From an optimization exercise on the open Yosys and OpenROAD flow, aimed at small area and a short achievable clock period; shortcuts taken in it are not production practice.
Only simulation tests tie the RTL to the original design; equivalence was not proved.
Power figures rest on the tool's default switching activity, not on a simulated workload.

==> flow/constraint.sdc <==
create_clock -name core_clock -period 4.3 [get_ports {clk}]
set_input_delay 0.8600 -clock core_clock [delete_from_list [all_inputs] [get_ports {clk}]]
set_output_delay 0.8600 -clock core_clock [all_outputs]
set_load 0.01 [all_outputs]
==> flow/config.mk <==
export PLATFORM = sky130hd
export DESIGN_NAME = reg_trace_buffer
export DESIGN_NICKNAME = reg_trace_buffer
export VERILOG_FILES = /design/flow/design.v
export SDC_FILE = /design/flow/constraint.sdc
export NUM_CORES = 4
export LEC_CHECK = 0
export CAP_MARGIN = 20
export CORE_MARGIN = 2
export CORE_UTILIZATION = 55
export SETUP_SLACK_MARGIN = 2.35
export SLEW_MARGIN = 20
==> flow/design.v <==
package trace_pkg;
    localparam logic SRC_RF = 1'b0;
    localparam logic SRC_DM = 1'b1;
    localparam int TRACE_XLEN   = 32;
    localparam int TRACE_ADDR_W = 8;
    localparam int TRACE_CYC_W  = 16;
    typedef struct packed {
        logic                    src;
        logic [TRACE_CYC_W-1:0]  cycle;
        logic [TRACE_ADDR_W-1:0] addr;
        logic [TRACE_XLEN-1:0]   data;
    } trace_entry_t;
    function automatic int entry_width(input int xlen, input int addr_w, input int cyc_w);
        entry_width = 1 + cyc_w + addr_w + xlen;
    endfunction
endpackage
module trace_fifo
#(
    parameter int WIDTH = trace_pkg::entry_width(trace_pkg::TRACE_XLEN, trace_pkg::TRACE_ADDR_W, trace_pkg::TRACE_CYC_W),
    parameter int SLOTS = 15
) (
    input  logic             clk,
    input  logic [SLOTS-1:0] wr_en,
    input  logic [WIDTH-1:0] wr_zero,
    input  logic [WIDTH-1:0] wr_even,
    input  logic [WIDTH-1:0] wr_odd,
    input  logic [SLOTS-1:0] rd_sel,
    output logic [WIDTH-1:0] rd_data
);
    logic [WIDTH-1:0] mem_q [SLOTS];
    always_ff @(posedge clk) begin
        for (int i = 0; i < SLOTS; i++)
            if (wr_en[i]) mem_q[i] <= (i == 0) ? wr_zero : (i % 2 == 0) ? wr_even : wr_odd;
    end
    always_comb begin
        rd_data = '0;
        for (int i = 0; i < SLOTS; i++)
            rd_data = rd_data | (mem_q[i] & {WIDTH{rd_sel[i]}});
    end
endmodule
module reg_trace_buffer
#(
    parameter int XLEN       = 32,
    parameter int ADDR_W     = 8,
    parameter int DEPTH      = 16,
    parameter int CYC_W      = 16,
    parameter int MAX_CYCLES = 40000,
    parameter int OVF_W      = 8,
    localparam int ENTRY_W   = trace_pkg::entry_width(XLEN, ADDR_W, CYC_W),
    localparam int CNT_W     = $clog2(DEPTH) + 1
) (
    input  logic               clk,
    input  logic               rst,
    input  logic               rf_we,
    input  logic [4:0]         rf_waddr,
    input  logic [XLEN-1:0]    rf_wdata,
    input  logic               dm_we,
    input  logic [XLEN-1:0]    dm_addr,
    input  logic [XLEN-1:0]    dm_wdata,
    output logic               rd_valid,
    input  logic               rd_ready,
    output logic [ENTRY_W-1:0] rd_data,
    output logic [CNT_W-1:0]   count,
    output logic               full,
    output logic               halted,
    output logic [CYC_W-1:0]   cycle,
    output logic [OVF_W-1:0]   ovf_cnt
);
    logic [CYC_W-1:0]   cycle_q;
    logic               halted_q;
    logic [OVF_W-1:0]   ovf_q;
    logic [CNT_W-1:0]   count_q;
    logic               valid_q;
    logic               full_q;
    logic [ENTRY_W-1:0] head_q;
    logic [CYC_W-1:0]   cyc_n_q;   
    logic               run_q;     
    logic [CNT_W-1:0]   cnt_n_q;   
    logic               lv0_q, lv1_q, lv2_q, lvf1_q, lvf_q;
    localparam int SLOTS = DEPTH - 1;
    logic [SLOTS-1:0]   wp_q;      
    logic               wp_odd_q;  
    logic [SLOTS-1:0]   rn_q;      
    logic               hs_m_q, hs_s0_q;
    logic               hs_inrun_q;  
    logic               acc1_q;     
    logic               acc2_q;     
    logic               acc2p_q;    
    logic               fullrun_q;  
    logic [CYC_W-1:0]   s_cyc_q;
    logic [4:0]         s_rf_addr_q;
    logic [XLEN-1:0]    s_rf_data_q;
    logic [ADDR_W-1:0]  s_dm_addr_q;
    logic [XLEN-1:0]    s_dm_data_q;
    logic               s_rf_first_q;  
    logic               s_pa_q;        
    logic               s_pb_q;        
    logic [SLOTS-1:0]   wr_en_q;       
    logic [CYC_W-1:0]   cyc;
    logic               empty, pop;
    logic               pa, pb, drop1, drop2;
    logic               d_m1, d_p1, d_p2, d_0;
    logic [ENTRY_W-1:0] entry_rf, entry_dm, s_entry_rf, s_entry_dm, s_entry_0;
    logic [ENTRY_W-1:0] wr_zero, wr_even, wr_odd, mread, head_src;
    logic [SLOTS-1:0]   wr_en, rd_sel;
    logic               hd_direct;
    logic               s_pa_d, s_pb_d;
    logic [SLOTS-1:0]   wp_d, wr_en_d;
    logic               unused_dm_addr;
    logic [CYC_W-1:0]   cycle_d;
    logic               halt_now;
    assign unused_dm_addr = ^dm_addr[XLEN-1:ADDR_W];
    assign cyc = ~cyc_n_q;
    assign entry_rf = {trace_pkg::SRC_RF, cyc, ADDR_W'(rf_waddr), rf_wdata};
    assign entry_dm = {trace_pkg::SRC_DM, cyc, dm_addr[ADDR_W-1:0], dm_wdata};
    assign empty = lv0_q;
    assign pop   = !empty && rd_ready;
    assign pa    = (rf_we || dm_we) && (acc1_q || (run_q && rd_ready));
    assign pb    = rf_we && dm_we && (acc2_q || (acc2p_q && rd_ready));
    assign drop2 = rf_we && dm_we && fullrun_q && !rd_ready;
    assign drop1 = (fullrun_q && !rd_ready && (rf_we != dm_we))
                || (rf_we && dm_we && ((fullrun_q && rd_ready) || (acc2p_q && !rd_ready)));
    assign d_m1 = !empty && rd_ready && !(run_q && (rf_we || dm_we));
    assign d_p2 = rf_we && dm_we && acc2_q && (!rd_ready || empty);
    assign d_p1 = (!rd_ready && (rf_we || dm_we) && acc1_q && !(rf_we && dm_we && acc2_q))
               || (rd_ready && empty && run_q && (rf_we != dm_we))
               || (rd_ready && !empty && rf_we && dm_we && acc1_q);
    assign d_0  = !(d_m1 || d_p1 || d_p2);
    assign s_pa_d = hd_direct ? pb : pa;
    assign s_pb_d = !hd_direct && pb;
    always_comb begin
        wp_d = wp_q;
        if (s_pb_q)      wp_d = {wp_q[SLOTS-3:0], wp_q[SLOTS-1:SLOTS-2]};
        else if (s_pa_q) wp_d = {wp_q[SLOTS-2:0], wp_q[SLOTS-1]};
        for (int i = 0; i < SLOTS; i++)
            wr_en_d[i] = (s_pa_d && wp_d[i]) || (s_pb_d && wp_d[(i + SLOTS - 1) % SLOTS]);
    end
    always_ff @(posedge clk) begin
        s_cyc_q      <= cyc;
        s_rf_addr_q  <= rf_waddr;
        s_rf_data_q  <= rf_wdata;
        s_dm_addr_q  <= dm_addr[ADDR_W-1:0];
        s_dm_data_q  <= dm_wdata;
        s_rf_first_q <= rf_we && !hd_direct;
    end
    always_ff @(posedge clk) begin
        if (rst) begin
            s_pa_q  <= 1'b0;
            s_pb_q  <= 1'b0;
            wr_en_q <= '0;
        end else begin
            s_pa_q  <= s_pa_d;
            s_pb_q  <= s_pb_d;
            wr_en_q <= wr_en_d;
        end
    end
    assign s_entry_rf = {trace_pkg::SRC_RF, s_cyc_q, ADDR_W'(s_rf_addr_q), s_rf_data_q};
    assign s_entry_dm = {trace_pkg::SRC_DM, s_cyc_q, s_dm_addr_q, s_dm_data_q};
    assign s_entry_0  = s_rf_first_q ? s_entry_rf : s_entry_dm;
    assign wr_en   = wr_en_q;
    assign wr_zero = (wp_q[SLOTS-1] || !s_rf_first_q) ? s_entry_dm : s_entry_rf;
    assign wr_even = (wp_odd_q || !s_rf_first_q) ? s_entry_dm : s_entry_rf;
    assign wr_odd  = (!wp_odd_q || !s_rf_first_q) ? s_entry_dm : s_entry_rf;
    assign rd_sel  = rn_q & {SLOTS{hs_m_q}};
    trace_fifo #(
        .WIDTH (ENTRY_W),
        .SLOTS (SLOTS)
    ) u_fifo (
        .clk     (clk),
        .wr_en   (wr_en),
        .wr_zero (wr_zero),
        .wr_even (wr_even),
        .wr_odd  (wr_odd),
        .rd_sel  (rd_sel),
        .rd_data (mread)
    );
    assign hd_direct = empty || (lv1_q && rd_ready);
    assign head_src = mread
                    | (s_entry_0  & {ENTRY_W{hs_s0_q}})
                    | (entry_rf   & {ENTRY_W{hs_inrun_q && rf_we}})
                    | (entry_dm   & {ENTRY_W{hs_inrun_q && !rf_we && dm_we}});
    always_ff @(posedge clk) begin
        if (rst)                  head_q <= '0;
        else if (empty || rd_ready) head_q <= head_src;
    end
    logic [CNT_W-1:0] cnt;
    logic             lv3, lvf2, lvf3;
    logic             lv0_d, lv1_d, lv2_d, lvf1_d, lvf_d;
    logic             byp0_d, ge2_d;
    assign cnt  = ~cnt_n_q;
    assign lv3  = (cnt == CNT_W'(3));
    assign lvf2 = (cnt == CNT_W'(DEPTH - 2));
    assign lvf3 = (cnt == CNT_W'(DEPTH - 3));
    assign lv0_d  = (d_0 && lv0_q) || (d_m1 && lv1_q);
    assign lv1_d  = (d_0 && lv1_q) || (d_m1 && lv2_q) || (d_p1 && lv0_q);
    assign lv2_d  = (d_0 && lv2_q) || (d_m1 && lv3) || (d_p1 && lv1_q) || (d_p2 && lv0_q);
    assign lvf1_d = (d_0 && lvf1_q) || (d_m1 && lvf_q) || (d_p1 && lvf2) || (d_p2 && lvf3);
    assign lvf_d  = (d_0 && lvf_q) || (d_p1 && lvf1_q) || (d_p2 && lvf2);
    assign byp0_d = (pa && ((lv1_q && !rd_ready) || (lv2_q && rd_ready)))
                 || (pb && hd_direct);
    assign ge2_d  = !(lv0_d || lv1_d);
    always_ff @(posedge clk) begin
        if (rst) begin
            wp_q     <= SLOTS'(1);
            wp_odd_q <= 1'b0;
            rn_q     <= SLOTS'(1);
            lv0_q    <= 1'b1;
            lv1_q    <= 1'b0;
            lv2_q    <= 1'b0;
            lvf1_q   <= 1'b0;
            lvf_q    <= 1'b0;
            hs_m_q   <= 1'b0;
            hs_s0_q  <= 1'b0;
            hs_inrun_q <= 1'b1;
            acc1_q    <= 1'b1;
            acc2_q    <= 1'b1;
            acc2p_q   <= 1'b0;
            fullrun_q <= 1'b0;
        end else begin
            wp_q <= wp_d;
            wp_odd_q <= 1'b0;
            for (int i = 1; i < SLOTS; i += 2) if (wp_d[i]) wp_odd_q <= 1'b1;
            if (pop && !lv1_q) rn_q <= {rn_q[SLOTS-2:0], rn_q[SLOTS-1]};
            lv0_q   <= lv0_d;
            lv1_q   <= lv1_d;
            lv2_q   <= lv2_d;
            lvf1_q  <= lvf1_d;
            lvf_q   <= lvf_d;
            hs_m_q  <= ge2_d && !byp0_d;
            hs_s0_q <= ge2_d && byp0_d;
            hs_inrun_q <= !ge2_d && run_q && !halt_now;
            acc1_q    <= !lvf_d && run_q && !halt_now;
            acc2_q    <= !lvf_d && !lvf1_d && run_q && !halt_now;
            acc2p_q   <= lvf1_d && run_q && !halt_now;
            fullrun_q <= lvf_d && run_q && !halt_now;
        end
    end
    logic [CNT_W-1:0] count_d;
    logic [CNT_W-1:0] cnt_m1, cnt_p1, cnt_p2;
    assign cnt_m1  = cnt - CNT_W'(1);
    assign cnt_p1  = cnt + CNT_W'(1);
    assign cnt_p2  = cnt + CNT_W'(2);
    assign count_d = (cnt_m1  & {CNT_W{d_m1}})
                   | (cnt     & {CNT_W{d_0}})
                   | (cnt_p1  & {CNT_W{d_p1}})
                   | (cnt_p2  & {CNT_W{d_p2}});
    always_ff @(posedge clk) begin
        if (rst) begin
            count_q <= '0;
            cnt_n_q <= '1;
            valid_q <= 1'b0;
            full_q  <= 1'b0;
        end else begin
            count_q <= count_d;
            cnt_n_q <= ~count_d;
            valid_q <= !lv0_d;
            full_q  <= lvf_d;
        end
    end
    logic [OVF_W:0]   ovf_p1, ovf_p2;
    logic [OVF_W-1:0] ovf_s1, ovf_s2;
    assign cycle_d  = cyc + CYC_W'(1);
    assign halt_now = (MAX_CYCLES != 0 && cyc == CYC_W'(MAX_CYCLES - 1));
    assign ovf_p1 = {1'b0, ovf_q} + (OVF_W + 1)'(1);
    assign ovf_p2 = {1'b0, ovf_q} + (OVF_W + 1)'(2);
    assign ovf_s1 = ovf_p1[OVF_W] ? '1 : ovf_p1[OVF_W-1:0];
    assign ovf_s2 = ovf_p2[OVF_W] ? '1 : ovf_p2[OVF_W-1:0];
    always_ff @(posedge clk) begin
        if (rst) begin
            cycle_q  <= '0;
            cyc_n_q  <= '1;
            halted_q <= 1'b0;
            run_q    <= 1'b1;
            ovf_q    <= '0;
        end else begin
            if (cyc != CYC_W'(MAX_CYCLES)) begin
                cycle_q <= cycle_d;
                cyc_n_q <= ~cycle_d;
            end
            if (run_q && halt_now) begin
                halted_q <= 1'b1;
                run_q    <= 1'b0;
            end
            if (drop2)      ovf_q <= ovf_s2;
            else if (drop1) ovf_q <= ovf_s1;
        end
    end
    assign rd_valid = valid_q;
    assign rd_data  = head_q;
    assign count    = count_q;
    assign full     = full_q;
    assign halted   = halted_q;
    assign cycle    = cycle_q;
    assign ovf_cnt  = ovf_q;
endmodule
==> flow/standard.sh <==
#!/bin/bash
# synth_recipe.tcl (not shown) runs the flow's synth.tcl, then flattens the netlist and writes it again
# the make line also repeats each setting of config.mk as NAME=value (left out here)
make -C /OpenROAD-flow-scripts/flow DESIGN_CONFIG=/design/flow/config.mk WORK_HOME=/design/flow/orfs CLKGATE_MAP_FILE= SYNTH_SCRIPT=/design/flow/synth_recipe.tcl "${@:-finish}"
==> flow/flow/run.sh <==
#!/bin/bash
# Layout flow: the standard flow (standard synthesis unchanged), with two
# layout choices changed through ORFS's own variables:
#  - clock tree synthesis without dummy loads (the tree is not padded with
#    extra load cells for balancing);
#  - ports buffered with sky130_fd_sc_hd__buf_2 (every port still gets a buffer).
# The make output goes to standard.log here; ORFS keeps each step's log under
# orfs/logs/.
set -euo pipefail
export CTS_ARGS="-sink_clustering_enable -repair_clock_nets -dont_use_dummy_load -sink_clustering_size 30 -sink_clustering_max_diameter 50"
export BUFFER_PORTS_ARGS="-buffer_cell sky130_fd_sc_hd__buf_2"
bash standard.sh finish > standard.log 2>&1
==> results of run 1 <==
timing repair:
item                       in CTS  in global routing
hold endpoints to repair        0                  0
setup endpoints to repair     793                326
gates cloned                   19                 10
gates resized for setup       289                133
pin swaps                      22                 62
setup buffers                  84                 56
per-layer routing:
layer / GRT usage / vias to the layer above / routed length, um
li1: - / 11310 / -
met1: 0.4922 / 14210 / 54280
met2: 0.5760 / 1950 / 67680
met3: 0.06234 / 287 / 16580
met4: 0.1136 / 2 / 4782
met5: 0 / - / 13
cells by family (layout without fill, tap and decap cells):
family / count (synthesis) / in the layout
DFF: 1119 / 1119
AOI/OAI and AO/OA: 744 / 744
and+or+nand+nor: 352 / 366
buffers and inverters: 216 / 536
muxes: 166 / 166
xor gates and xnor gates: 14 / 14
adders and majority gates: 13 / 13
where the power goes:
part           switching, W  internal [W]  leakage, nW
combinational      0.000898      0.000728         5.97
sequential         0.000256        0.0119         10.2
clock               0.00365       0.00433         1.32
cell type report:
cell class	instances	share of cell area
Timing Repair Buffer	396	0.07907
Multi-Input combinational cell	1303	0.2173
Inverter	33	0.002822
Clock buffer	107	0.05345
Sequential cell	1119	0.6232
Tap cell	969	0.02420
layout by cell type, fill, tap and decap left out, types with 6 or more instances in the layout:
master	synthesis	routed
a21oi_1	137	123
a21oi_2	1	13
a221o_1	18	18
a221oi_1	93	29
a221oi_2	1	65
a222oi_1	39	39
a22o_1	150	150
a22oi_1	162	156
a22oi_2	0	6
and2_1	26	9
and2_4	0	29
buf_12	0	28
buf_16	0	11
buf_2	70	80
buf_4	1	157
buf_6	0	107
clkbuf_16	0	114
dfxtp_1	264	144
dfxtp_2	0	76
dfxtp_4	0	44
edfxtp_1	855	855
ha_1	13	10
inv_1	33	28
mux2_2	149	141
mux2_4	0	8
mux2i_1	17	16
nand2_1	72	70
nand2b_1	7	6
nand3_1	50	49
nand4_1	67	67
nor2_1	63	58
nor2b_1	15	12
nor3_1	13	11
o21ai_0	29	11
o21ai_1	3	20
o221a_2	53	37
o221a_4	0	16
o22ai_1	15	15
xnor2_1	14	13
stage by stage:
step | cell area (sq um) | utilization | hold slack (ps)
finish | 50100 | 0.6707 | 304.8
global route | 50100 | 0.6707 | 283.6
CTS | 48770 | 0.6529 | 284.0
detailed placement | 44020 | 0.5893 | 446.6
global placement | 44020 | 0.5893 | 444.0
floorplan | 42160 | - | 385.9
registers in the layout (all words and copies together) (netlist names), 5 cells and up:
| register | count |
|---|---|
| u_fifo.mem_q | 855 |
| head_q | 57 |
| s_dm_data_q | 32 |
| s_rf_data_q | 32 |
| cyc_n_q | 16 |
| cycle_q | 16 |
| s_cyc_q | 16 |
| rn_q | 15 |
| wp_q | 15 |
| wr_en_q | 15 |
| ovf_q | 8 |
| s_dm_addr_q | 8 |
| cnt_n_q | 5 |
| count_q | 5 |
| s_rf_addr_q | 5 |
worst max-delay path by stage:
stage               slack, ps  depth (start not counted)                     to                    from
floorplan                2000                          7  cnt_n_q[4]$_SDFF_PP1_                   rf_we
global placement         1390                          7  cnt_n_q[4]$_SDFF_PP1_                   dm_we
detailed placement       1340                          8  cnt_n_q[4]$_SDFF_PP1_                   dm_we
CTS                      2240                          1             rd_data[6]  head_q[6]$_SDFFE_PP0P_
global route             2220                          1             rd_data[6]  head_q[6]$_SDFFE_PP0P_
finish                   2250                          1             rd_data[6]  head_q[6]$_SDFFE_PP0P_
==> summary.md, run 1 <==
| Metric | Value |
|---|---|
| WHS Endpoint | s_rf_data_q[30]$_DFF_P_ |
| Xor/xnor share of the synthesized area | 0.002943 |
| Pre-CTS WS | 1342 ps |
| Netlist cell types | 70 |
| Finished Layout Cells | 3927 |
| Cts hold-fix bufs | 0 |
| Die W | 279.3 um |
| Register-to-Register Setup Slack | 2260 ps |
| Crit-path slowest cell | dfxtp_4 |
| Setup TNS Final | 0 ps |
| Mean Syn Cell Area | 15.88 sq um |
| Initial DRT Pass Iterations | 7 |
| Worst reg2reg startpoint | s_rf_first_q$_DFF_P_ |
| Post-Synth Adder-Cell Area | 0.003903 |
| Status | finished clean |
| Post-synth ARST share | 0 |
| Post-DRT Antenna Nets | 0 |
| Worst VDD drop | 0.0003062 V |
| Power Total | 0.02174 W |
| IO Port Bufs | 170 |
| Cell Rows | 100 |
| RSZ-0062 raised after global routing | true |
| Fmax | 0.4883 GHz |
| Pwr dens | 434.0 nW/um^2 |
| Setup violators final | 0 |
| Die Area | 77980 sq um |
| Flops & latches, synth | 1119 |
| Clk slew on worst S/H paths | 70 ps |
| Post-synthesis mux area share | 0.04435 |
| # DRC | 0 |
| Setup crit end kind | output port |
| CTS buffer count | 107 |
| Starting density of the core | 0.5579 |
| CTS tree | built |
| # fillers | 5121 |
| Worst setup margin | 2252 ps |
| Compound-Gate Fraction of Synth Area | 0.1400 |
| Sequence of cells on the critical path | buf_6 |
| FF+latch area | 31220 sq um |
| Post-Synth Simple-Gate Area | 0.04417 |
| CP max stage delay | 400 ps |
| Ys Warns | 3 |
| Slew HR | 0.2128 |
| Layout cell share with drive strength beyond 1 | 0.3337 |
| First-pass GRT wire length | 194.9 mm |
| # diodes | 0 |
| Cell taking the most area after synthesis | edfxtp_1 |
| Max Root-Sink Buffers | 3 |
| CTS Sinks | 1119 |
| Crit path max-delay family | flip-flops |
| EDFF count, synth | 855 |
| Worst-path fanout max | 2 |
| Post-synthesis sequential area ratio | 0.7430 |
| Vias in the first global route | 26690 |
| Crit start category | register |
| Hold_sp | rf_wdata[30] |
| Area delta synth->final | 20.23% |
| Syn_nets | 2743 |
| Leak | 17.45 nW |
| Nets@finish | 3079 |
| Measured slew at the worst slew-check pin | 1181 ps |
| Overflow after GRT | 0 |
| Total GRT Usage | 0.3553 |
| Wire per inst | 36.50 um |
| Via count | 27760 |
| Antenna violations before repair | 2 |
| Worst Path Buf+Inv | 1 |
| Top-count cell post-synth | edfxtp_1 |
| Avg Vias per Cell | 7.069 |
| Post-synth top cells | 855 x edfxtp_1, 264 x dfxtp_1, 162 x a22oi_1 |
| Ys flop type | edfxtp_1 |
| Final worst-path cycle share | 0.4762 |
| Hold Vio Cnt, Final | 0 |
| HPWL after detailed placement | 69.82 mm |
| Top cells by area, synth | edfxtp_1 62%, dfxtp_1 13%, mux2_2 4.0% |
| Arrival time at the worst endpoint | 1190 ps |
| Post-route minimum period | 2048 ps |
| Area of the multi-input gates | 10890 sq um |
| FF-to-FF path depth | 4 |
| Initial drt markers | 4462 |
| End of the worst register-to-register path | u_fifo.mem_q[1][34]$_DFFE_PP_ |
| H-tree depth | 3 |
| Worst-Skew Late Latency | 680 ps |
| Placed Cells | 3651 |
| Slew Viols, Final | 0 |
| Largest net degree at the start of global routing | 71 |
| Cells on Worst Hold Path | 1 |
| Core box area | 74700 sq um |
| Chip height | 279.3 um |
| Cell Area, Synth | 41670 sq um |
| Placer congestion estimate | 0.8322 |
| DRT Wirelength | 143.3 mm |
| IO Count | 195 |
| Clock skew | 80.47 ps |
| MaxCap Viol Count | 0 |
| Worst Hold Class | input port to register |
| Main combinational cell family by area after synthesis | compound AO/OA/AOI/OAI gates |
| Mapped Cells | 2624 |
| Area share of the largest cell type after synthesis | 0.6161 |
| Root buffer cell | clkbuf_16 |
| Setup CP Type | register to output port |
| WP data required | 3440 ps |
==> inputs of run 2 (changes only) <==
--- a/flow/config.mk
+++ b/flow/config.mk
@@ -10,3 +10,3 @@
 export CORE_UTILIZATION = 55
-export SETUP_SLACK_MARGIN = 2.35
+export SETUP_SLACK_MARGIN = 2.3
 export SLEW_MARGIN = 20
==> summary.md, run 2 <==
| Metric | Value |
|---|---|
| Setup crit end kind | register |
| Int Power | 0.01671 W |
| Worst-Skew Late Latency | 680 ps |
| Clk slew on worst S/H paths | 70 ps |
| Top flop regs | u_fifo.mem_q: 855 flops, head_q: 57 flops |
| Status | finished clean |
| Antenna violations before repair | 5 |
| DRT Wirelength | 139.8 mm |
| Slew Viols, Final | 0 |
| CP max stage delay | 400 ps |
| Switch share | 0.2218 |
| Initial DRT Pass Iterations | 7 |
| Cell mode on critical path | buf_12 |
| Grt met3 use | 0.06242 |
| Largest net degree at the start of global routing | 75 |
| CTS tree | built |
| Crit-path slowest cell | dfxtp_4 |
| # DRC | 0 |
| Syn_nets | 2743 |
| Worst Path Buf+Inv | 3 |
| Fmax | 0.4771 GHz |
| Area share of the largest cell type after synthesis | 0.6161 |
| Leak | 17.04 nW |
| Ys flop type | edfxtp_1 |
| Met2 Use GR | 0.5730 |
| Clk network pwr share | 0.367 |
| Mapped Cells | 2624 |
| Max reg flops | 855 |
| Largest reg by FF count | u_fifo.mem_q |
| Slew HR | 0.2421 |
| Vias in the first global route | 26410 |
| CTS Sinks | 1119 |
| Area delta synth->final | 18.24% |
| IO Count | 195 |
| Register-to-Register Setup Slack | 2200 ps |
| Total GRT Usage | 0.3501 |
| Commonest non-fill, non-tap cell in the layout | edfxtp_1 |
| Starting density of the core | 0.5579 |
| Nets@finish | 3026 |
| Arrival time at the worst endpoint | 2630 ps |
| Comb pwr share | 0.068 |
| Setup CP Type | register to register |
| Cts hold-fix bufs | 0 |
| Top cells by area, synth | edfxtp_1 62%, dfxtp_1 13%, mux2_2 4.0% |
| Setup TNS Final | 0 ps |
| Placer congestion estimate | 0.8364 |
| Overflow after GRT | 0 |
| Layout cell share with drive strength beyond 1 | 0.3160 |
| MaxCap Viol Count | 0 |
| RSZ-0062 raised after global routing | true |
| H-tree depth | 3 |
| Setup violators final | 0 |
| Flops & latches, synth | 1119 |
| Ys Warns | 3 |
| Post-DRT Antenna Nets | 0 |
| Mean Syn Cell Area | 15.88 sq um |
| IO Port Bufs | 170 |
| Core box area | 74700 sq um |
| Post-synth ARST share | 0 |
| Final worst-path cycle share | 0.4875 |
| Worst Hold Class | input port to register |
| Sequence of cells on the critical path | buf_8 -> buf_12 -> and2_4 -> buf_12 -> a22o_1 -> a221oi_2 -> nand4_1 -> o221a_2 |
| Sequential power share | 0.565 |
| WP data required | 4830 ps |
| Clock skew | 53.18 ps |
| Max Root-Sink Buffers | 3 |
| Placed Cells | 3647 |
| Top-count cell post-synth | edfxtp_1 |
| Global route hottest layer | met2 |
| Initial drt markers | 4352 |
| Pwr dens | 435.8 nW/um^2 |
| Post-synth top cells | 855 x edfxtp_1, 264 x dfxtp_1, 162 x a22oi_1 |
| Crit start category | register |
| Avg Vias per Cell | 7.069 |
| Die W | 279.3 um |
| Netlist cell types | 70 |
| Cell Area, Synth | 41670 sq um |
| Finished Layout Cells | 3875 |
| Hold Vio Cnt, Final | 0 |
| Most frequent cells in the layout | 855 x edfxtp_1, 155 x a22oi_1, 152 x dfxtp_1 |
| Wire per inst | 36.08 um |
| First-pass GRT wire length | 193.3 mm |
| Worst VDD drop | 0.0003563 V |
| EDFF count, synth | 855 |
| P_sw | 0.004763 W |
| Via count | 27390 |
| Cell Rows | 100 |
| Crit path max-delay family | compound AO/OA/AOI/OAI gates |
| Root buffer cell | clkbuf_16 |
| Chip height | 279.3 um |
| GR Layer Usage met1 | 0.4837 |
| CTS buffer count | 104 |
| Measured slew at the worst slew-check pin | 1137 ps |
| Post-synthesis sequential area ratio | 0.7430 |
| HPWL after detailed placement | 67.57 mm |
| Die Area | 77980 sq um |
| Post-route minimum period | 2096 ps |
| Worst-path fanout max | 7 |
| Cell taking the most area after synthesis | edfxtp_1 |
[run 2: cell type report]
type / instances / area [sq um]
antenna: 1 / 2.502
clock buffer: 104 / 2603
fill: 5177 / 25430
inverter: 33 / 140.1
multi-input combinational: 1300 / 10750
sequential: 1119 / 31200
tap: 969 / 1212
timing repair buffer: 349 / 3364
[run 2: repair_timing]
action,4_1_cts,5_1_grt
resized for setup,222,144
hold endpoints to repair,0,0
buffers inserted,67,34
setup endpoints to repair,744,333
gates cloned,14,8
pin swaps,25,61
[run 2: power by group through the flow]
stage | Sequential [W] | Combinational, W | Clock [W]
floorplan | 0.0123 | 0.000754 | 0
global placement | 0.0123 | 0.00121 | 0
detailed placement | 0.0123 | 0.00124 | 0
global route | 0.0122 | 0.00153 | 0.00828
finish | 0.0121 | 0.00145 | 0.00788
CTS | 0.0121 | 0.00139 | 0.00789
[run 2: worst paths after layout]
kind,from,cells past startpoint,endpoint
min reg2reg,cycle_q[8]$_SDFFE_PP0P_,2,cycle_q[8]$_SDFFE_PP0P_
max reg2reg,hs_m_q$_SDFF_PP0_,8,head_q[54]$_SDFFE_PP0P_
max,hs_m_q$_SDFF_PP0_,8,head_q[54]$_SDFFE_PP0P_
min,dm_wdata[19],1,s_dm_data_q[19]$_DFF_P_
[run 2: through the flow]
stage | hold WS (ps) | utilization | worst slack (ps) | instance area (sq um) | power [W]
detailed placement | 433.8 | 0.5882 | 1331 | 43940 | 0.01358
floorplan | 385.9 | - | 1998 | 42060 | 0.01302
CTS | 279.5 | 0.6438 | 2194 | 48090 | 0.02140
global placement | 436.1 | 0.5882 | 1378 | 43940 | 0.01354
global route | 280.9 | 0.6596 | 2184 | 49270 | 0.02196
finish | 299.5 | 0.6596 | 2204 | 49270 | 0.02147
[run 2: cells by family after synthesis]
logic type               count (synthesis)  share of synthesized area
buffers and inverters                  216                    0.02165
flip-flops                            1119                     0.7430
AO/OA/AOI/OAI                          744                     0.1400
XOR/XNOR                                14                   0.002943
AND/OR/NAND/NOR                        352                    0.04417
multiplexers                           166                    0.04435
adder cells (fa/ha/maj)                 13                   0.003904
[run 2: worst register-to-register path: stages (launching register included)]
cell      delay [ps]
dfxtp_4          400
buf_8            170
buf_12           140
and2_4           210
buf_12           170
a22o_1           230
a221oi_2         200
nand4_1          190
o221a_2          280
[run 2: per-layer routing]
| metal | share of wire | routed length [um] |
|---|---|---|
| met5 | 0.00034 | 47 |
| met1 | 0.38 | 53130 |
| met3 | 0.11 | 15700 |
| met2 | 0.47 | 66190 |
| met4 | 0.034 | 4763 |
==> inputs of run 3 (changes only) <==
--- a/flow/flow/run.sh
+++ b/flow/flow/run.sh
@@ -9,3 +9,3 @@
 set -euo pipefail
-export CTS_ARGS="-sink_clustering_enable -repair_clock_nets -dont_use_dummy_load -sink_clustering_size 30 -sink_clustering_max_diameter 50"
+export CTS_ARGS="-sink_clustering_enable -repair_clock_nets -dont_use_dummy_load -sink_clustering_size 24 -sink_clustering_max_diameter 60"
 export BUFFER_PORTS_ARGS="-buffer_cell sky130_fd_sc_hd__buf_2"
==> summary.md, run 3 <==
| Metric | Value |
|---|---|
| Status | finished clean |
| Hold Slack | 332.3 ps |
| Cell Rows | 100 |
| Max reg flops | 855 |
| Top cells by area, synth | edfxtp_1 62%, dfxtp_1 13%, mux2_2 4.0% |
| Placer congestion estimate | 0.8364 |
| Area delta synth->final | 14.71% |
| Worst Path Buf+Inv | 1 |
| Setup crit end kind | register |
| Most frequent cells in the layout | 855 x edfxtp_1, 166 x dfxtp_1, 160 x a22oi_1 |
| Worst Hold Class | input port to register |
| WP data required | 4800 ps |
| Critical path depth | 7 |
| Worst-path fanout max | 10 |
| Via count | 27000 |
| Arrival time at the worst endpoint | 2550 ps |
| Die W | 279.3 um |
| Post-synth ARST share | 0 |
| Commonest non-fill, non-tap cell in the layout | edfxtp_1 |
| Clock skew | 40.43 ps |
| Sequence of cells on the critical path | clkbuf_4 -> ha_4 -> and2_1 -> mux2i_1 -> or3_1 -> a21oi_1 -> or3_1 |
| Worst reg2reg startpoint | hs_inrun_q$_SDFF_PP1_ |
| Clk network pwr share | 0.319 |
| Vias in the first global route | 26340 |
| Post-synth top cells | 855 x edfxtp_1, 264 x dfxtp_1, 162 x a22oi_1 |
| Worst Setup EP | cnt_n_q[4]$_SDFF_PP1_ |
| Mapped Cells | 2624 |
| Placed Cells | 3647 |
| Measured slew at the worst slew-check pin | 1124 ps |
| Pwr dens | 415.7 nW/um^2 |
| Ys Warns | 3 |
| CP max stage delay | 410 ps |
| IO Port Bufs | 170 |
| DRT Wirelength | 139.4 mm |
| Crit path max-delay family | simple AND/OR/NAND/NOR gates |
| Fmax | 0.4889 GHz |
| Top flop regs | u_fifo.mem_q: 855 flops, head_q: 57 flops |
| Ys flop type | edfxtp_1 |
| Root buffer cell | clkbuf_16 |
| Crit-path slowest cell | mux2i_1 |
| Slew Viols, Final | 0 |
| Post-DRT Antenna Nets | 0 |
| Cell mode on critical path | or3_1 |
| Crit start category | input port |
| Comb pwr share | 0.071 |
| CTS tree | built |
| Syn_nets | 2743 |
| End of the worst register-to-register path | head_q[33]$_SDFFE_PP0P_ |
| Worst-Skew Late Latency | 640 ps |
| Nets@finish | 2964 |
| RSZ-0062 raised after global routing | true |
| FF-to-FF path depth | 4 |
| Post-route minimum period | 2045 ps |
| Top-count cell post-synth | edfxtp_1 |
| H-tree depth | 3 |
| EDFF count, synth | 855 |
| Sequential power share | 0.609 |
| Finished Layout Cells | 3813 |
| Setup CP Type | input port to register |
| Antenna violations before repair | 6 |
| Initial DRT Pass Iterations | 8 |
| CTS Sinks | 1119 |
| Setup violators final | 0 |
| Chip height | 279.3 um |
| Flops & latches, synth | 1119 |
| Final worst-path cycle share | 0.4757 |
| Post-synthesis sequential area ratio | 0.7430 |
| Starting density of the core | 0.5579 |
| Leak | 16.37 nW |
| Setup TNS Final | 0 ps |
| P_sw | 0.004462 W |
| Overflow after GRT | 0 |
| First-pass GRT wire length | 193.1 mm |
| Max Root-Sink Buffers | 3 |
| Total GRT Usage | 0.3508 |
| Core box area | 74700 sq um |
| Die Area | 77980 sq um |
| CTS buffer count | 72 |
| Mean Syn Cell Area | 15.88 sq um |
| Clk slew on worst S/H paths | 90 ps |
| HPWL after detailed placement | 67.57 mm |
| Worst VDD drop | 0.0002925 V |
| Avg Vias per Cell | 7.081 |
| Cell taking the most area after synthesis | edfxtp_1 |
| Hold Vio Cnt, Final | 0 |
| Register-to-Register Setup Slack | 2280 ps |
| Netlist cell types | 70 |
| Initial drt markers | 4174 |
| Largest reg by FF count | u_fifo.mem_q |
| Setup crit start | dm_we |
| Int Power | 0.01541 W |
| Area share of the largest cell type after synthesis | 0.6161 |
| Layout cell share with drive strength beyond 1 | 0.2849 |
| Wire per inst | 36.56 um |
| Slew HR | 0.2507 |
| Switch share | 0.2245 |
| Cell Area, Synth | 41670 sq um |
| MaxCap Viol Count | 0 |
| Largest net degree at the start of global routing | 75 |
| # DRC | 0 |
| IO Count | 195 |
run 3: power by group through the flow:
stage / Sequential [W] / Clock, W / Combinational (W)
detailed placement: 0.0123 / 0 / 0.00124
finish: 0.0121 / 0.00635 / 0.00142
floorplan: 0.0123 / 0 / 0.000754
global placement: 0.0123 / 0 / 0.00121
global route: 0.0121 / 0.00676 / 0.00149
CTS: 0.0121 / 0.00639 / 0.00136
run 3: stage by stage:
stage | total power, W | setup slack, ps | instance area, sq um | utilization
final | 0.01987 | 2255 | 47800 | 0.6399
after global routing | 0.02038 | 2235 | 47800 | 0.6399
after CTS | 0.01984 | 2255 | 47150 | 0.6312
after detailed placement | 0.01358 | 1331 | 43940 | 0.5882
after global placement | 0.01354 | 1378 | 43940 | 0.5882
after floorplan | 0.01302 | 1998 | 42060 | -
run 3: kinds of logic after synthesis:
kind of cell,after synthesis,share of synthesized area
flops,1119,0.7430
compound gates,744,0.1400
simple gates,352,0.04417
buf+inv,216,0.02165
mux,166,0.04435
xor+xnor,14,0.002943
fa+ha+maj,13,0.003904
run 3: final cells by class:
cell class / count / area (sq um)
timing repair buffer: 319 / 2887
tap: 969 / 1212
fill: 5348 / 26900
clock buffer: 72 / 1802
sequential: 1119 / 31190
multi-input combinational: 1300 / 10570
antenna: 1 / 2.502
inverter: 33 / 142.6
run 3: repair_timing:
item,CTS,global route
hold buffers,0,0
buffers inserted,62,11
pin swaps,24,31
gates cloned,16,4
endpoints found under the hold margin,0,0
gates resized for setup,180,105
setup endpoints to repair,756,164
run 3: worst min path at each step:
| stage | depth (start not counted) | start | end | slack (ps) |
|---|---|---|---|---|
| 2_1_floorplan | 1 | cyc_n_q[15]$_SDFFE_PP1P_ | s_cyc_q[15]$_DFF_P_ | 390 |
| 5_1_grt | 1 | dm_wdata[15] | s_dm_data_q[15]$_DFF_P_ | 310 |
| 3_3_place_gp | 1 | cyc_n_q[15]$_SDFFE_PP1P_ | s_cyc_q[15]$_DFF_P_ | 440 |
| 4_1_cts | 1 | dm_wdata[13] | s_dm_data_q[13]$_DFF_P_ | 310 |
| 6_report | 1 | dm_wdata[13] | s_dm_data_q[13]$_DFF_P_ | 330 |
| 3_5_place_dp | 1 | cyc_n_q[15]$_SDFFE_PP1P_ | s_cyc_q[15]$_DFF_P_ | 430 |
run 3: metal layers:
layer  global-route usage  part of all wire
met3              0.06167              0.11
met1               0.4854              0.38
met4               0.1077             0.038
met2               0.5709              0.47
met5                    0           0.00042
==> inputs of run 4 (changes only) <==
--- a/flow/design.v
+++ b/flow/design.v
@@ -83,3 +83,4 @@
     logic [SLOTS-1:0]   rn_q;      
-    logic               hs_m_q, hs_s0_q;
+    logic               hs_s0_q;
+    logic [SLOTS-1:0]   rd_sel_q;  
     logic               hs_inrun_q;  
@@ -104,3 +105,3 @@
     logic [ENTRY_W-1:0] wr_zero, wr_even, wr_odd, mread, head_src;
-    logic [SLOTS-1:0]   wr_en, rd_sel;
+    logic [SLOTS-1:0]   wr_en, rd_sel, rn_d;
     logic               hd_direct;
@@ -163,3 +164,3 @@
     assign wr_odd  = (!wp_odd_q || !s_rf_first_q) ? s_entry_dm : s_entry_rf;
-    assign rd_sel  = rn_q & {SLOTS{hs_m_q}};
+    assign rd_sel  = rd_sel_q;
     trace_fifo #(
@@ -201,2 +202,3 @@
     assign ge2_d  = !(lv0_d || lv1_d);
+    assign rn_d   = (pop && !lv1_q) ? {rn_q[SLOTS-2:0], rn_q[SLOTS-1]} : rn_q;
     always_ff @(posedge clk) begin
@@ -211,3 +213,3 @@
             lvf_q    <= 1'b0;
-            hs_m_q   <= 1'b0;
+            rd_sel_q <= '0;
             hs_s0_q  <= 1'b0;
@@ -222,3 +224,3 @@
             for (int i = 1; i < SLOTS; i += 2) if (wp_d[i]) wp_odd_q <= 1'b1;
-            if (pop && !lv1_q) rn_q <= {rn_q[SLOTS-2:0], rn_q[SLOTS-1]};
+            rn_q <= rn_d;
             lv0_q   <= lv0_d;
@@ -228,3 +230,3 @@
             lvf_q   <= lvf_d;
-            hs_m_q  <= ge2_d && !byp0_d;
+            rd_sel_q <= rn_d & {SLOTS{ge2_d && !byp0_d}};
             hs_s0_q <= ge2_d && byp0_d;
==> summary.md, run 4 <==
| Metric | Value |
|---|---|
| Status | finished clean |
| Sequence of cells on the critical path | buf_2 -> inv_2 -> ha_4 -> nand2b_1 -> and2_4 -> a221o_1 -> a211oi_2 -> or3_1 |
| Initial drt markers | 3311 |
| Finished Layout Cells | 3841 |
| Max reg flops | 855 |
| Die Area | 78480 sq um |
| Antenna violations before repair | 5 |
| Cell Rows | 101 |
| Worst Path Buf+Inv | 2 |
| DRT Wirelength | 126.3 mm |
| Slew HR | 0.2371 |
| Post-DRT Antenna Nets | 0 |
| Area delta synth->final | 11.71% |
| Fmax | 0.4996 GHz |
| Post-synthesis sequential area ratio | 0.7448 |
| IO Count | 195 |
| Largest reg by FF count | u_fifo.mem_q |
| Max Root-Sink Buffers | 3 |
| Hold Vio Cnt, Final | 0 |
| Crit start category | input port |
| H-tree depth | 3 |
| Netlist cell types | 72 |
| Vias in the first global route | 25990 |
| Top cells by area, synth | edfxtp_1 61%, dfxtp_1 13%, a22oi_1 5.9% |
| WP data required | 4860 ps |
| CTS tree | built |
| Setup TNS Final | 0 ps |
| RSZ-0062 raised after global routing | true |
| Mapped Cells | 2702 |
| # DRC | 0 |
| Crit-path slowest cell | a221o_1 |
| Worst VDD drop | 0.0002936 V |
| Pwr dens | 424.7 nW/um^2 |
| Final worst-path cycle share | 0.4655 |
| Post-synth top cells | 855 x edfxtp_1, 331 x a22oi_1, 278 x dfxtp_1 |
| Util after Layout | 0.6190 |
| Placer congestion estimate | 0.8224 |
| Top flop regs | u_fifo.mem_q: 855 flops, head_q: 57 flops |
| Crit path max-delay family | simple AND/OR/NAND/NOR gates |
| Hold Slack | 322.0 ps |
| Starting density of the core | 0.5541 |
| Die W | 280.1 um |
| Cts hold-fix bufs | 0 |
| Root buffer cell | clkbuf_16 |
| CTS Sinks | 1133 |
| EDFF count, synth | 855 |
| Worst-Skew Late Latency | 640 ps |
| Core box area | 75700 sq um |
| Worst-path fanout max | 12 |
| Setup crit end kind | register |
| # fillers | 5573 |
| Cell taking the most area after synthesis | edfxtp_1 |
| Initial DRT Pass Iterations | 6 |
| Area share of the largest cell type after synthesis | 0.6122 |
| IO Port Bufs | 170 |
| Wire per inst | 32.89 um |
| Most frequent cells in the layout | 855 x edfxtp_1, 330 x a22oi_1, 188 x dfxtp_1 |
| Clk slew on worst S/H paths | 90 ps |
| Mean Syn Cell Area | 15.52 sq um |
| Ys Warns | 3 |
| First-pass GRT wire length | 178.0 mm |
| Leak | 15.76 nW |
| Setup CP Type | input port to register |
| Flops & latches, synth | 1133 |
| Top-count cell post-synth | edfxtp_1 |
| Avg Vias per Cell | 6.819 |
| Nets@finish | 2982 |
| Post-synth ARST share | 0 |
| Setup violators final | 0 |
| Clock skew | 47.64 ps |
| Layout cell share with drive strength beyond 1 | 0.2310 |
| Slew Viols, Final | 0 |
| Ys flop type | edfxtp_1 |
| Post-route minimum period | 2002 ps |
| Total GRT Usage | 0.3163 |
| HPWL after detailed placement | 64.12 mm |
| Measured slew at the worst slew-check pin | 1144 ps |
| Overflow after GRT | 0 |
| Cell Area, Synth | 41940 sq um |
| Commonest non-fill, non-tap cell in the layout | edfxtp_1 |
| Arrival time at the worst endpoint | 2560 ps |
| Placed Cells | 3729 |
| CP max stage delay | 340 ps |
| Largest net degree at the start of global routing | 53 |
| CTS buffer count | 73 |
| Via count | 26190 |
| MaxCap Viol Count | 0 |
| Worst Hold Class | input port to register |
| Chip height | 280.1 um |
| Syn_nets | 2821 |
run 4: cell types whose count changed after synthesis, moves of 18 or more:
cell	change
buf_2	-55
mux2i_1	+18
nor2_1	+38
and2_1	-18
a22o_1	-130
nand2_1	+71
a22oi_1	+169
clkbuf_1	+32
a222oi_1	-22
o221a_2	-34
a21oi_1	-66
a221oi_1	-19
a211oi_1	+66
run 4: area by class of cell:
type,count,area [sq um],share of cell area
sequential,1133,31450,0.6713
multi-input combinational,1359,10130,0.2162
timing repair buffer,259,2077,0.04433
clock buffer,73,1827,0.03899
tap,978,1224,0.02612
inverter,37,138.9,0.002964
antenna,2,5.005,0.0001068
run 4: cells by family after synthesis:
group	Yosys count	share of synthesized area
AO/OA/AOI/OAI	702	0.1255
buffers and inverters	212	0.02058
AND/OR/NAND/NOR	442	0.05340
adder cells (fa/ha/maj)	13	0.003878
multiplexers	185	0.04863
flip-flops	1133	0.7448
XOR/XNOR	15	0.003132
run 4: power breakdown:
| part | internal, W | switching [W] |
|---|---|---|
| combinational | 0.000517 | 0.000802 |
| sequential | 0.0120 | 0.000223 |
| clock | 0.00301 | 0.00335 |
run 4: layer usage:
layer	track usage	vias to the layer above	share of wire
met5	0	-	0
met1	0.4400	13350	0.40
met4	0.1027	0	0.035
met3	0.05854	240	0.10
li1	-	11070	-
met2	0.5075	1537	0.47
run 4: worst paths after layout:
check / from / to / slack (ps) / depth (start not counted)
hold reg to reg: cyc_n_q[14]$_SDFFE_PP1P_ / s_cyc_q[14]$_DFF_P_ / 430 / 1
hold / removal: dm_wdata[4] / s_dm_data_q[4]$_DFF_P_ / 320 / 1
setup reg to reg: s_rf_first_q$_DFF_P_ / u_fifo.mem_q[0][19]$_DFFE_PP_ / 2340 / 3
setup / recovery: rf_we / cnt_n_q[4]$_SDFF_PP1_ / 2300 / 8
run 4: repair_timing:
action | in CTS | in global routing
pin swaps | 3 | 9
hold endpoints to repair | 0 | 0
setup endpoints to repair | 608 | 89
gates cloned | 3 | 2
buffers inserted | 14 | 18
resized for setup | 119 | 39
run 4: through the flow:
stage | instance area (sq um) | power, W | setup WS, ps
floorplan | 42100 | 0.01311 | 1986
finish | 46850 | 0.01990 | 2298
CTS | 46510 | 0.01994 | 2286
detailed placement | 44110 | 0.01364 | 1254
global placement | 44110 | 0.01361 | 1330
global route | 46850 | 0.02045 | 2238
==> inputs of run 5 (changes only) <==
--- a/flow/config.mk
+++ b/flow/config.mk
@@ -10,3 +10,3 @@
 export CORE_UTILIZATION = 55
-export SETUP_SLACK_MARGIN = 2.3
-export SLEW_MARGIN = 20
+export SETUP_SLACK_MARGIN = 2.35
+export SLEW_MARGIN = 70
==> summary.md, run 5 <==
| Metric | Value |
|---|---|
| CTS Sinks | 1133 |
| Total GRT Usage | 0.3170 |
| Post-Synth Simple-Gate Area | 0.05340 |
| Slew Viols, Final | 0 |
| Worst Hold Class | input port to register |
| Post-synth top cells | 855 x edfxtp_1, 331 x a22oi_1, 278 x dfxtp_1 |
| Clock skew | 50.25 ps |
| CP max stage delay | 370 ps |
| H-tree depth | 3 |
| Placed inst area | 46340 sq um |
| Clk slew on worst S/H paths | 90 ps |
| Design area | 49480 sq um |
| FF-to-FF path depth | 5 |
| Worst-Skew Late Latency | 640 ps |
| Met2 routed WL | 60.85 mm |
| Worst-path fanout max | 2 |
| Cell Rows | 101 |
| RSZ-0062 raised after global routing | true |
| Antenna violations before repair | 4 |
| DRT Wirelength | 126.1 mm |
| Measured slew at the worst slew-check pin | 462.1 ps |
| Xor/xnor share of the synthesized area | 0.003132 |
| Ys flop type | edfxtp_1 |
| Critical path depth | 1 |
| Top cells by area, synth | edfxtp_1 61%, dfxtp_1 13%, a22oi_1 5.9% |
| Area share of the largest cell type after synthesis | 0.6122 |
| Commonest non-fill, non-tap cell in the layout | edfxtp_1 |
| IO Count | 195 |
| Post-synthesis mux area share | 0.04863 |
| Post-synth ARST share | 0 |
| Placer congestion estimate | 0.8239 |
| Root buffer cell | clkbuf_16 |
| Initial drt markers | 3443 |
| Die Area | 78480 sq um |
| CTS tree | built |
| Worst VDD drop | 0.0002569 V |
| Max reg flops | 855 |
| Max Root-Sink Buffers | 3 |
| IO Port Bufs | 170 |
| WP data required | 3440 ps |
| Post-Synth Adder-Cell Area | 0.003878 |
| Ys Warns | 3 |
| Core box area | 75700 sq um |
| Largest net degree at the start of global routing | 49 |
| Fmax | 0.5026 GHz |
| Arrival time at the worst endpoint | 1130 ps |
| Crit path max-delay family | flip-flops |
| Syn_nets | 2821 |
| Chip height | 280.1 um |
| # DRC | 0 |
| Overflow after GRT | 0 |
| MaxCap Viol Count | 0 |
| Flops & latches, synth | 1133 |
| Compound-Gate Fraction of Synth Area | 0.1255 |
| Largest reg by FF count | u_fifo.mem_q |
| Worst Path Buf+Inv | 1 |
| Register-to-Register Setup Slack | 2380 ps |
| Vias in the first global route | 26290 |
| Status | finished clean |
| Slew HR | 0.6920 |
| EDFF count, synth | 855 |
| Met1 wire length | 51.37 mm |
| First-pass GRT wire length | 179.1 mm |
| Mapped Cells | 2702 |
| Initial DRT Pass Iterations | 5 |
| Cts hold-fix bufs | 0 |
| Wire length on met3 | 10.49 mm |
| Setup CP Type | register to output port |
| Sequence of cells on the critical path | buf_6 |
| Post-DRT Antenna Nets | 0 |
| Worst Setup EP | rd_data[45] |
| Top Metal Used | met4 |
| HPWL after detailed placement | 75.61 mm |
| Wire per inst | 32.01 um |
| Leak | 16.81 nW |
| Cell taking the most area after synthesis | edfxtp_1 |
| Setup crit start | head_q[45]$_SDFFE_PP0P_ |
| Final worst-path cycle share | 0.4627 |
| Layout cell share with drive strength beyond 1 | 0.2804 |
| Starting density of the core | 0.5541 |
| Top flop regs | u_fifo.mem_q: 855 flops, head_q: 57 flops |
| Area delta synth->final | 17.97% |
| Setup violators final | 0 |
| Mean Syn Cell Area | 15.52 sq um |
| Crit-path slowest cell | dfxtp_4 |
| Via count | 26470 |
| Top-count cell post-synth | edfxtp_1 |
| Die W | 280.1 um |
| Main combinational cell family by area after synthesis | compound AO/OA/AOI/OAI gates |
| Post-route minimum period | 1989 ps |
| CTS buffer count | 73 |
| Nets@finish | 3081 |
| # fillers | 5324 |
| Avg Vias per Cell | 6.719 |
| Worst reg2reg startpoint | rd_sel_q[4]$_SDFF_PP0_ |
| Util after Layout | 0.6536 |
| Pwr dens | 406.2 nW/um^2 |
| Cell Area, Synth | 41940 sq um |
| Post-synthesis sequential area ratio | 0.7448 |
| Hold Vio Cnt, Final | 0 |
| Setup TNS Final | 0 ps |
| End of the worst register-to-register path | head_q[43]$_SDFFE_PP0P_ |
| Netlist cell types | 72 |
| Most frequent cells in the layout | 855 x edfxtp_1, 330 x a22oi_1, 149 x mux2_2 |
| Crit start category | register |
| Setup crit end kind | output port |
[run 5: how the worst min path moves through the flow]
stage / from / endpoint / slack (ps) / cells after the start
floorplan: cyc_n_q[15]$_SDFFE_PP1P_ / s_cyc_q[15]$_DFF_P_ / 390 / 1
global placement: cycle_q[6]$_SDFFE_PP0P_ / cycle_q[6]$_SDFFE_PP0P_ / 430 / 2
detailed placement: cyc_n_q[15]$_SDFFE_PP1P_ / s_cyc_q[15]$_DFF_P_ / 440 / 1
CTS: dm_wdata[7] / s_dm_data_q[7]$_DFF_P_ / 300 / 1
global route: dm_wdata[19] / s_dm_data_q[19]$_DFF_P_ / 320 / 1
finish: rf_wdata[19] / s_rf_data_q[19]$_DFF_P_ / 340 / 1
[run 5: cell type report]
class / instances / area (sq um) / share of cell area
Sequential cell: 1133 / 31530 / 0.6373
Multi-Input combinational cell: 1357 / 10250 / 0.2071
Timing Repair Buffer: 360 / 4501 / 0.09096
Clock buffer: 73 / 1827 / 0.03692
Tap cell: 978 / 1224 / 0.02473
Inverter: 37 / 138.9 / 0.002807
Antenna cell: 2 / 5.005 / 0.0001012
[run 5: logic make-up after synthesis]
logic type	Yosys count
AO/OA/AOI/OAI	702
multiplexers	185
flip-flops	1133
AND/OR/NAND/NOR	442
XOR/XNOR	15
buffers and inverters	212
adder cells (fa/ha/maj)	13
[run 5: per-layer routing]
metal / up-vias / GRT usage
met5: - / 0
met4: 0 / 0.09297
met3: 210 / 0.04530
met2: 1334 / 0.5157
met1: 13630 / 0.4479
li1: 11300 / -
[run 5: metrics by stage]
stage | setup WS, ps | power [W] | hold WS, ps | std cells
after floorplan | 1986 | 0.01312 | 392.8 | 2702
after global placement | 1319 | 0.01361 | 433.9 | 3725
after detailed placement | 1405 | 0.01377 | 441.3 | 3818
after CTS | 2273 | 0.02012 | 301.9 | 3914
after global routing | 2282 | 0.02061 | 320.9 | 3939
final | 2311 | 0.02010 | 336.2 | 3940
[run 5: what timing repair did]
action,4_1_cts,5_1_grt
cloned,0,2
pin swaps,6,14
setup buffers,23,19
resized for setup,201,36
endpoints found under the setup margin,166,112
[run 5: where the power goes]
part	internal [W]	leakage [nW]	switching [W]
Sequential	0.0120	10.2	0.000195
Combinational	0.000665	5.74	0.000854
Clock	0.00302	0.900	0.00338
Total	0.0157	16.8	0.00443
==> inputs of run 6 (changes only) <==
--- a/flow/config.mk
+++ b/flow/config.mk
@@ -11,2 +11,2 @@
 export SETUP_SLACK_MARGIN = 2.35
-export SLEW_MARGIN = 70
+export SLEW_MARGIN = 50
==> summary.md, run 6 <==
| Metric | Value |
|---|---|
| Mapped Cells | 2702 |
| Initial drt markers | 3530 |
| Worst VDD drop | 0.0002955 V |
| Mean Syn Cell Area | 15.52 sq um |
| Area share of the largest cell type after synthesis | 0.6122 |
| Netlist cell types | 72 |
| Most frequent cells in the layout | 855 x edfxtp_1, 330 x a22oi_1, 151 x dfxtp_1 |
| H-tree depth | 3 |
| Int Power | 0.01557 W |
| Sequential power share | 0.611 |
| Worst-path fanout max | 39 |
| Top flop regs | u_fifo.mem_q: 855 flops, head_q: 57 flops |
| Syn_nets | 2821 |
| CTS buffer count | 72 |
| Core box area | 75700 sq um |
| Ys Warns | 3 |
| Slew HR | 0.4625 |
| Switch share | 0.2206 |
| Wire per inst | 32.81 um |
| Post-DRT Antenna Nets | 0 |
| Post-synthesis sequential area ratio | 0.7448 |
| Clk slew on worst S/H paths | 90 ps |
| MaxCap Viol Count | 0 |
| Post-route minimum period | 2085 ps |
| Post-synth top cells | 855 x edfxtp_1, 331 x a22oi_1, 278 x dfxtp_1 |
| Cts hold-fix bufs | 0 |
| Fmax | 0.4797 GHz |
| Die W | 280.1 um |
| Setup crit end kind | register |
| # DRC | 0 |
| Antenna violations before repair | 7 |
| Top cells by area, synth | edfxtp_1 61%, dfxtp_1 13%, a22oi_1 5.9% |
| Avg Vias per Cell | 6.792 |
| CTS tree | built |
| EDFF count, synth | 855 |
| RSZ-0062 raised after global routing | true |
| Max reg flops | 855 |
| CTS Sinks | 1133 |
| First-pass GRT wire length | 178.2 mm |
| Worst-Skew Late Latency | 640 ps |
| Die Area | 78480 sq um |
| Setup TNS Final | 0 ps |
| Total GRT Usage | 0.3176 |
| Cell Area, Synth | 41940 sq um |
| IO Port Bufs | 170 |
| # fillers | 5437 |
| Measured slew at the worst slew-check pin | 806.3 ps |
| P_sw | 0.004408 W |
| Overflow after GRT | 0 |
| Ys flop type | edfxtp_1 |
| Placed inst area | 44790 sq um |
| Initial DRT Pass Iterations | 6 |
| Chip height | 280.1 um |
| Pwr dens | 414.8 nW/um^2 |
| Worst Hold Class | input port to register |
| Post-synth ARST share | 0 |
| Largest reg by FF count | u_fifo.mem_q |
| Leak | 16.21 nW |
| Via count | 26420 |
| Flops & latches, synth | 1133 |
| Layout cell share with drive strength beyond 1 | 0.2588 |
| Starting density of the core | 0.5541 |
| Util after Layout | 0.6364 |
| Clk network pwr share | 0.317 |
| Cell taking the most area after synthesis | edfxtp_1 |
| Largest net degree at the start of global routing | 58 |
| WP data required | 4760 ps |
| Comb pwr share | 0.072 |
| DRT Wirelength | 127.6 mm |
| Hold Vio Cnt, Final | 0 |
| Max Root-Sink Buffers | 3 |
| HPWL after detailed placement | 68.77 mm |
| Clock skew | 36.80 ps |
| Nets@finish | 3031 |
| Vias in the first global route | 25910 |
| IO Count | 195 |
| FF-to-FF path depth | 6 |
| Cell Rows | 101 |
| Commonest non-fill, non-tap cell in the layout | edfxtp_1 |
| Slew Viols, Final | 0 |
| Cells on Worst Hold Path | 1 |
| Top-count cell post-synth | edfxtp_1 |
| Design area | 48170 sq um |
| Crit start category | register |
| Placer congestion estimate | 0.8239 |
| Setup CP Type | register to register |
| Status | finished clean |
| Arrival time at the worst endpoint | 2550 ps |
| Root buffer cell | clkbuf_16 |
| Final worst-path cycle share | 0.4848 |
| Area delta synth->final | 14.86% |
| Setup violators final | 0 |
[run 6: cell counts after synthesis]
No cell type changed its count.
[run 6: cell type report]
class                   instances  area [sq um]  share of cell area
well taps                     978          1224             0.02540
multi-input cells            1360         10210              0.2120
clock buffers                  72          1802             0.03740
inverters                      37         138.9            0.002883
repair buffers                308          3293             0.06836
flip-flops and latches       1133         31500              0.6539
diodes                          2         5.005           0.0001039
[run 6: cell families (layout without fill, tap and decap cells)]
family	Yosys count	in the layout	share of synthesized area
flip-flops	1133	1133	0.7448
AO/OA/AOI/OAI	702	703	0.1255
AND/OR/NAND/NOR	442	444	0.05340
buffers and inverters	212	417	0.02058
multiplexers	185	185	0.04863
XOR/XNOR	15	15	0.003132
adder cells (fa/ha/maj)	13	13	0.003878
other	0	2	0
[run 6: critical path, cell delays in order, from the launching register on]
cell       delay [ps]
dfxtp_2           390
buf_16            310
nor2b_1           210
a21oi_1           160
nand2_1            80
a2111oi_0         510
a311oi_1          200
[run 6: metrics by stage]
step	hold slack [ps]	cells	setup slack [ps]	total power, W
detailed placement	438.7	3756	1261	0.01368
global route	312.7	3889	2273	0.02050
CTS	306.9	3855	2274	0.01997
finish	335.2	3890	2215	0.01998
floorplan	392.8	2702	1986	0.01312
global placement	433.9	3725	1319	0.01361
[run 6: power groups by stage]
stage	Combinational [W]	Sequential [W]	Clock, W
floorplan	0.000718	0.0124	0
global placement	0.00114	0.0125	0
detailed placement	0.00125	0.0124	0
CTS	0.00134	0.0122	0.00642
global route	0.00151	0.0122	0.00676
finish	0.00143	0.0122	0.00634
[run 6: per-layer routing]
metal | vias up | global-route usage | wire length [um] | part of all wire
li1 | 11180 | - | - | -
met1 | 13570 | 0.4424 | 50880 | 0.40
met2 | 1444 | 0.5192 | 60600 | 0.47
met3 | 224 | 0.05338 | 12360 | 0.097
met4 | 2 | 0.08981 | 3776 | 0.030
met5 | - | 0 | 16 | 0.00013
[run 6: final timing paths]
check        slack (ps)                     start                       to
min reg2reg         450  cyc_n_q[15]$_SDFFE_PP1P_      s_cyc_q[15]$_DFF_P_
max reg2reg        2220      s_rf_first_q$_DFF_P_  head_q[56]$_SDFFE_PP0P_
max                2220      s_rf_first_q$_DFF_P_  head_q[56]$_SDFFE_PP0P_
min                 340              dm_wdata[19]  s_dm_data_q[19]$_DFF_P_
[run 6: what timing repair did]
action	4_1_cts	5_1_grt
buffers inserted	25	30
gates cloned	2	3
gates resized for setup	203	54
setup endpoints to repair	444	173
pin swaps	6	14
==> inputs of run 7 (changes only) <==
--- a/flow/config.mk
+++ b/flow/config.mk
@@ -11,2 +11,2 @@
 export SETUP_SLACK_MARGIN = 2.35
-export SLEW_MARGIN = 50
+export SLEW_MARGIN = 20
==> summary.md, run 7 <==
| Metric | Value |
|---|---|
| Design area | 47580 sq um |
| Crit path max-delay family | flip-flops |
| Initial DRT Pass Iterations | 5 |
| Commonest non-fill, non-tap cell in the layout | edfxtp_1 |
| H-tree depth | 3 |
| HPWL after detailed placement | 63.50 mm |
| Clock skew | 48.15 ps |
| Final worst-path cycle share | 0.4640 |
| IO Count | 195 |
| Setup crit end kind | output port |
| Top flop regs | u_fifo.mem_q: 855 flops, head_q: 57 flops |
| # fillers | 5502 |
| Area share of the largest cell type after synthesis | 0.6122 |
| Sequence of cells on the critical path | buf_6 |
| MaxCap Viol Count | 0 |
| Worst-path fanout max | 2 |
| Top-count cell post-synth | edfxtp_1 |
| Syn_nets | 2821 |
| Core box area | 75700 sq um |
| Worst Hold Class | input port to register |
| Max reg flops | 855 |
| Total GRT Usage | 0.3177 |
| Cells on Worst Hold Path | 1 |
| Overflow after GRT | 0 |
| Clk slew on worst S/H paths | 80 ps |
| Crit-path slowest cell | dfxtp_4 |
| Measured slew at the worst slew-check pin | 1104 ps |
| Via count | 26280 |
| Post-synth top cells | 855 x edfxtp_1, 331 x a22oi_1, 278 x dfxtp_1 |
| CTS Sinks | 1133 |
| Netlist cell types | 72 |
| Starting density of the core | 0.5541 |
| Fmax | 0.5012 GHz |
| FF-to-FF path depth | 3 |
| Pwr dens | 420.5 nW/um^2 |
| Global route hottest layer | met2 |
| Critical path depth | 1 |
| Vias in the first global route | 25550 |
| Antenna violations before repair | 5 |
| Largest reg by FF count | u_fifo.mem_q |
| Worst-Skew Late Latency | 640 ps |
| Crit start category | register |
| Power Total | 0.02001 W |
| Placed inst area | 44100 sq um |
| Flops & latches, synth | 1133 |
| CTS buffer count | 73 |
| Ys Warns | 3 |
| Chip height | 280.1 um |
| Top cells by area, synth | edfxtp_1 61%, dfxtp_1 13%, a22oi_1 5.9% |
| Slew Viols, Final | 0 |
| Worst Path Buf+Inv | 1 |
| WP data required | 3440 ps |
| IO Port Bufs | 170 |
| FF+latch area | 31490 sq um |
| First-pass GRT wire length | 178.4 mm |
| CTS tree | built |
| Status | finished clean |
| Area delta synth->final | 13.45% |
| Setup TNS Final | 0 ps |
| Most frequent cells in the layout | 855 x edfxtp_1, 330 x a22oi_1, 154 x dfxtp_1 |
| Arrival time at the worst endpoint | 1140 ps |
| DRT Wirelength | 129.2 mm |
| Post-route minimum period | 1995 ps |
| Placer congestion estimate | 0.8239 |
| Hold Vio Cnt, Final | 0 |
| Area of the multi-input gates | 10200 sq um |
| RSZ-0062 raised after global routing | true |
| Setup CP Type | register to output port |
| Die W | 280.1 um |
| EDFF count, synth | 855 |
| Largest net degree at the start of global routing | 58 |
| Wire per inst | 33.42 um |
| # DRC | 0 |
| Avg Vias per Cell | 6.801 |
| Initial drt markers | 3528 |
| Cell Rows | 101 |
| Layout cell share with drive strength beyond 1 | 0.2516 |
| CP max stage delay | 400 ps |
| Die Area | 78480 sq um |
| Cell Area, Synth | 41940 sq um |
| Worst VDD drop | 0.0003279 V |
| Mapped Cells | 2702 |
| Root buffer cell | clkbuf_16 |
| Post-synthesis sequential area ratio | 0.7448 |
| Nets@finish | 3006 |
| Slew HR | 0.2641 |
| Cell taking the most area after synthesis | edfxtp_1 |
| Leak | 15.96 nW |
| GR Layer Usage met1 | 0.4463 |
| Grt met3 use | 0.05837 |
| Max Root-Sink Buffers | 3 |
| Ys flop type | edfxtp_1 |
| Setup violators final | 0 |
| Mean Syn Cell Area | 15.52 sq um |
| Post-synth ARST share | 0 |
| Met2 Use GR | 0.5179 |
| Post-DRT Antenna Nets | 0 |
[run 7: cell counts after synthesis]
No cell type changed its count.
[run 7: logic make-up (layout without fill, tap and decap cells)]
kind of cell	Yosys count	count (layout)	share of synthesized area
adder cells (fa/ha/maj)	13	13	0.003878
AO/OA/AOI/OAI	702	703	0.1255
XOR/XNOR	15	15	0.003132
buffers and inverters	212	391	0.02058
flip-flops	1133	1133	0.7448
multiplexers	185	185	0.04863
AND/OR/NAND/NOR	442	445	0.05340
other	0	1	0
[run 7: final timing paths]
path	from	end	slack [ps]
setup / recovery	head_q[56]$_SDFFE_PP0P_	rd_data[56]	2300
hold / removal	dm_wdata[15]	s_dm_data_q[15]$_DFF_P_	330
setup reg to reg	rd_sel_q[0]$_SDFF_PP0_	head_q[41]$_SDFFE_PP0P_	2330
hold reg to reg	cyc_n_q[15]$_SDFFE_PP1P_	s_cyc_q[15]$_DFF_P_	460
[run 7: timing repair]
action	in CTS	in global routing
resized for setup	217	45
setup endpoints to repair	662	169
gates cloned	3	4
hold buffers	0	0
buffers inserted	30	28
pin swaps	6	14
[run 7: cell type report]
class / count / area share
clock buffers: 73 / 0.03839
flip-flops and latches: 1133 / 0.6619
well taps: 978 / 0.02572
inverters: 37 / 0.002919
diodes: 1 / 0.00005259
multi-input cells: 1361 / 0.2144
repair buffers: 281 / 0.05669
[run 7: power by group]
part           internal, W  switching (W)  leakage [nW]
clock network      0.00302        0.00338         0.900
logic             0.000575       0.000785          4.90
registers           0.0120       0.000263          10.2
[run 7: metrics by stage]
| step | setup slack (ps) | util | cells | hold WS (ps) |
|---|---|---|---|---|
| after floorplan | 1986 | - | 2702 | 392.8 |
| after global placement | 1319 | 0.5825 | 3725 | 433.9 |
| after detailed placement | 1259 | 0.5826 | 3725 | 442.5 |
| after CTS | 2278 | 0.6213 | 3831 | 300.8 |
| after global routing | 2261 | 0.6286 | 3864 | 312.4 |
| final | 2305 | 0.6286 | 3864 | 327.4 |
[run 7: routing by layer]
metal  vias up  wire (um)
met2      1489      61830
li1      11120          -
met5         -          0
met1     13470      51370
met4         0       3474
met3       205      12480

==> afterwards: timing with drivers on the ports <==
How much do the figures lean on ideal ports? The routed layouts below were timed once more, with nothing changed but the port constraints. Step 1 assumes that a clkbuf_16 drives the clock port and a buf_2 every other input. Step 2, shift: input delay + t, output delay - t, t = (earliest + latest rising clock arrival at the registers) / 2. This alone moves slack from input paths to output paths. a / b / c = no drivers / after step 1 / after step 2; a / b = the first two.
| run | shift t [ns] | slack for setup (ns) | hold slack, ns | worst setup path after step 2 | latest minus earliest clock arrival (ns) |
|---|---|---|---|---|---|
| run 1 | 0.712 | 2.252 / 2.183 / 1.666 | 0.305 / 0.261 / 0.427 | input to register | 0.083 / 0.083 |
| run 2 | 0.723 | 2.204 / 2.186 / 1.671 | 0.300 / 0.253 / 0.453 | input to register | 0.054 / 0.054 |
| run 3 | 0.693 | 2.255 / 2.214 / 1.611 | 0.332 / 0.293 / 0.458 | input to register | 0.044 / 0.044 |
| run 4 | 0.686 | 2.298 / 2.242 / 1.644 | 0.322 / 0.282 / 0.433 | input to register | 0.058 / 0.058 |
| run 5 | 0.683 | 2.311 / 2.241 / 1.753 | 0.336 / 0.288 / 0.445 | input to register | 0.051 / 0.050 |
| run 6 | 0.687 | 2.215 / 2.215 / 1.672 | 0.335 / 0.296 / 0.450 | input to register | 0.039 / 0.038 |
| run 7 | 0.688 | 2.305 / 2.235 / 1.708 | 0.327 / 0.281 / 0.456 | input to register | 0.051 / 0.052 |
After both steps setup and hold are still met in every run listed. For run 4, which loses most, drivers alone change the setup slack by -0.056 ns; drivers and shift together by -0.654 ns.
